Source: an optimization exercise on an open RTL-to-GDS flow (aim: small area, a short achievable clock period and few clock cycles per item). Production flows keep margins and buffers that such runs may drop. Only simulation tests tie the RTL to the original design; equivalence was not proved.

==> flow/design.v (excerpt) <==
module aes_inv_cipher_iter #(
  parameter int NR    = 10,
  parameter int IDX_W = 4
) (
  input  logic             clk,
  input  logic             rst_n,
  input  logic             in_valid,
  output logic             in_ready,
  input  logic [127:0]     in_data,
  output logic [IDX_W-1:0] rk_idx,
  input  logic [127:0]     rk_data,
  output logic             out_valid,
  input  logic             out_ready,
  output logic [127:0]     out_data,
  output logic             busy
);
  function automatic logic [3:0] gf4_mul(input logic [3:0] a, input logic [3:0] b);
    logic [6:0] p;
    p = '0;
    for (int i = 0; i < 4; i++) if (b[i]) p = p ^ (7'(a) << i);
    if (p[6]) p = p ^ 7'b1001100;
    if (p[5]) p = p ^ 7'b0100110;
    if (p[4]) p = p ^ 7'b0010011;
    gf4_mul = p[3:0];
  endfunction
  function automatic logic [3:0] gf4_inv(input logic [3:0] a);
    case (a)
      4'h0: gf4_inv = 4'h0; 4'h1: gf4_inv = 4'h1; 4'h2: gf4_inv = 4'h9; 4'h3: gf4_inv = 4'he; 4'h4: gf4_inv = 4'hd; 4'h5: gf4_inv = 4'hb; 4'h6: gf4_inv = 4'h7; 4'h7: gf4_inv = 4'h6; 4'h8: gf4_inv = 4'hf; 4'h9: gf4_inv = 4'h2; 4'ha: gf4_inv = 4'hc; 4'hb: gf4_inv = 4'h5; 4'hc: gf4_inv = 4'ha; 4'hd: gf4_inv = 4'h4; 4'he: gf4_inv = 4'h3; 4'hf: gf4_inv = 4'h8;
      default: gf4_inv = 4'h0;
    endcase
  endfunction
  function automatic logic [7:0] inv_sbox(input logic [7:0] b);
    logic [7:0] x, o;
    logic [3:0] a1, a0, d, di, q1, q0;
    x[0] = ~(b[4] ^ b[5]);
    x[1] = ~(b[0] ^ b[1] ^ b[5]);
    x[2] = b[1] ^ b[4] ^ b[5];
    x[3] = b[0] ^ b[1] ^ b[2] ^ b[4];
    x[4] = ~(b[1] ^ b[2] ^ b[7]);
    x[5] = ~(b[0] ^ b[4] ^ b[5] ^ b[6]);
    x[6] = b[1] ^ b[2] ^ b[3] ^ b[4] ^ b[5] ^ b[7];
  ...
For scale: roughly 270 flip-flops, about 45000 um^2 of cells after synthesis.
==> flow/config.mk <==
export PLATFORM = sky130hd
export DESIGN_NAME = aes_inv_cipher_iter
export DESIGN_NICKNAME = aes_inv_cipher_iter
export VERILOG_FILES = /design/flow/design.v
export SDC_FILE = /design/flow/constraint.sdc
export NUM_CORES = 4
export LEC_CHECK = 0
export CAP_MARGIN = 20
export CORE_MARGIN = 2
export CORE_UTILIZATION = 30
export PLACE_DENSITY = 0.42
export SLEW_MARGIN = 20
==> flow/constraint.sdc <==
create_clock -name core_clock -period 6.0 [get_ports {clk}]
set_input_delay 1.2000 -clock core_clock [delete_from_list [all_inputs] [get_ports {clk}]]
set_output_delay 1.2000 -clock core_clock [all_outputs]
set_load 0.01 [all_outputs]
run.sh (not shown) runs the stock make flow with config.mk's settings and CLKGATE_MAP_FILE= SYNTH_SCRIPT=/design/flow/synth_recipe.tcl, a recipe that flattens the netlist after the stock synthesis.
The starting point finished with timing, DRC and antenna clean.
Testbench counts at the start, summed over its fixed seeds: cycles 2,216, blocks 192.
Rerun with:
--- a/flow/config.mk
+++ b/flow/config.mk
@@ -11,2 +11,3 @@
 export PLACE_DENSITY = 0.42
+export SETUP_SLACK_MARGIN = 2.0
 export SLEW_MARGIN = 20
First-iteration DRC count rises by 4.4%.
Critical path depth climbs by 3.
Clock skew grows by 10 ps.
Area after synthesis stays the same.
Setup slack improves by 1000 ps.
Wire length increases by 11%.
Global-route usage goes up by 1.8 points.


aes_inv_cipher_iter, a different RTL version from the one above (not shown whole).
For scale: about 4300 cells after synthesis, roughly 400 I/O pins.
==> flow/config.mk <==
export PLATFORM = sky130hd
export DESIGN_NAME = aes_inv_cipher_iter
export DESIGN_NICKNAME = aes_inv_cipher_iter
export VERILOG_FILES = /design/flow/design.v
export SDC_FILE = /design/flow/constraint.sdc
export NUM_CORES = 4
export LEC_CHECK = 0
export CAP_MARGIN = 20
export CORE_MARGIN = 2
export CORE_UTILIZATION = 30
export PLACE_DENSITY = 0.42
export SETUP_SLACK_MARGIN = 2.6
export SLEW_MARGIN = 20
==> flow/constraint.sdc <==
create_clock -name core_clock -period 6.0 [get_ports {clk}]
set_input_delay 1.2000 -clock core_clock [delete_from_list [all_inputs] [get_ports {clk}]]
set_output_delay 1.2000 -clock core_clock [all_outputs]
set_load 0.01 [all_outputs]
standard.sh (not shown) runs the stock make flow with config.mk's settings and CLKGATE_MAP_FILE= SYNTH_SCRIPT=/design/flow/synth_recipe.tcl, a recipe that flattens the netlist after the stock synthesis.
==> flow/flow/run.sh <==
#!/bin/bash
# Layout flow: the standard flow (standard.sh), with two changes.
#  1. After the standard synthesis, the combinational logic is mapped again by Yosys/ABC with
#     ABC's default area-oriented script; every register instance of the standard synthesis is
#     kept as it is (same name, same cell). See resynth.ys.
#  2. The port buffers are buf_1 cells (buffer_ports otherwise picks clkdlybuf4s50_1).
# Each tool's output goes to a log file in this folder.
set -euo pipefail
export BUFFER_PORTS_ARGS="-buffer_cell sky130_fd_sc_hd__buf_1"
R=orfs/results/sky130hd/aes_inv_cipher_iter/base

bash standard.sh synth > standard_synth.log 2>&1

cp $R/1_2_yosys.v $R/1_2_yosys_standard.v
LIB=$FLOW_HOME/platforms/sky130hd/lib/sky130_fd_sc_hd__tt_025C_1v80.lib
DONT_USE=$(sed -n '/^export DONT_USE_CELLS += /,/^$/p' $FLOW_HOME/platforms/sky130hd/config.mk \
  | grep -o 'sky130_fd_sc_hd__[A-Za-z0-9_]*' | sed 's/^/-dont_use /' | tr '\n' ' ')
SEQ=$(grep -o 'sky130_fd_sc_hd__[A-Za-z0-9_]*' $R/1_2_yosys_standard.v | sort -u | grep -E '__(e?dfx|e?dfr|e?dfs|e?dfb|sdf|dl|sedf)' | tr '\n' ' ')
sed -e "s#@SEQ@#$SEQ#g" -e "s#@LIB@#$LIB#g" -e "s#@NETLIST@#$R/1_2_yosys_standard.v#g" -e "s#@OUT@#$R/1_2_yosys.v#g" \
    -e "s#@DONT_USE@#$DONT_USE#g" flow/resynth.ys > resynth_run.ys
yosys -l resynth.log -q resynth_run.ys > resynth_stdout.log 2>&1
rm -f $R/1_synth.odb $R/1_synth.sdc

bash standard.sh > standard.log 2>&1
==> flow/flow/resynth.ys <==
# Map the combinational logic of the standard synthesis again; keep the registers as they are.
read_liberty -ignore_miss_func @LIB@
read_verilog @NETLIST@
hierarchy -top aes_inv_cipher_iter
# the register cells stay instances of their library cells; everything else is flattened
setattr -mod -set keep_hierarchy 1 @SEQ@
flatten
rename -hide w:*.*
hierarchy -top aes_inv_cipher_iter
opt -purge
abc -liberty @LIB@ @DONT_USE@
opt_clean -purge
hilomap -singleton -hicell sky130_fd_sc_hd__conb_1 HI -locell sky130_fd_sc_hd__conb_1 LO
blackbox @SEQ@
stat -liberty @LIB@
write_verilog -noattr -noexpr -nohex -nodec @OUT@
Testbench counts at the start, summed over its fixed seeds: cycles 2,128, blocks 192.
Next try:
SETUP_SLACK_MARGIN = 2.2   (was 2.6)
Critical path depth goes down by 5.
Global-route usage barely changes.
Worst setup slack loses 0.31 ns.
Worst hold slack is better by 0.016 ns.
Final cell count is about the same.
Count of clock-buffer cells in the layout goes up by 6.
Next try:
CORE_UTILIZATION = 45   (was 30)
PLACE_DENSITY = 0.6   (was 0.42)
SETUP_SLACK_MARGIN = 2.8   (was 2.2)
Wire length went down by about 11%; die area went down by about 33%; worst setup slack gains 0.47 ns; clock skew went down by 0.0034 ns; via count went up by about 2.3%; worst hold slack loses 0.0065 ns; final area went up by about 2.4%; cell count went down by about 8%.
Next try:
CORE_UTILIZATION = 30   (was 45)
PLACE_DENSITY = 0.42   (was 0.6)
SETUP_SLACK_MARGIN = 3.0   (was 2.8)
Outcome: The changed run produced a clean layout; die area goes up by 49%; worst setup slack is better by 0.11 ns; cell area goes up by 9.9%; area after synthesis does not change; fmax goes up by 3.8%; utilization goes down by 14 points; routed wire length goes up by 17%; count of clock-buffer cells in the layout goes up by 15; first-iteration DRC count goes up by 1.6%; synthesized cell count stays the same.

[port drivers added, routing unchanged]
The flow's constraints put no driver on any port. The routed layouts listed below were extracted and timed again, unchanged, in two steps.
Step 1 (the two cells are an assumption about what drives the block):
set clk [get_ports {clk}]
set_driving_cell -lib_cell sky130_fd_sc_hd__clkbuf_16 $clk
set_driving_cell -lib_cell sky130_fd_sc_hd__buf_2 [delete_from_list [all_inputs] $clk]
Step 2 times the ports against the registers' clock, not the clock port: input delays grow and output delays shrink by t, the midpoint of the rising clock arrivals with the driver on.
Slacks: ideal / step 1 / step 2; pairs: ideal / step 1.
run | t (ns) | setup slack, ns | worst hold slack (ns) | worst register clock-pin slew, ns
the first run of note 1 | 0.688 | 0.691 / 0.691 / 0.691 | 0.525 / 0.525 / 0.525 | 0.07 / 0.07
the second run of note 1 | 0.683 | 1.725 / 1.725 / 1.405 | 0.526 / 0.526 / 0.526 | 0.06 / 0.06
the first run of note 2 | 0.734 | 2.766 / 2.766 / 2.389 | 0.488 / 0.486 / 0.488 | 0.07 / 0.07
the second run of note 2 | 0.724 | 2.453 / 2.505 / 1.781 | 0.505 / 0.479 / 0.505 | 0.07 / 0.07
the third run of note 2 | 0.679 | 2.926 / 2.926 / 2.352 | 0.498 / 0.498 / 0.498 | 0.07 / 0.07
the fourth run of note 2 | 0.683 | 3.039 / 3.013 / 2.720 | 0.511 / 0.511 / 0.511 | 0.07 / 0.07
After both steps setup and hold are still met in every run listed. For the second run of note 2, which loses most, drivers alone change the setup slack by +0.052 ns; drivers and shift together by -0.672 ns.
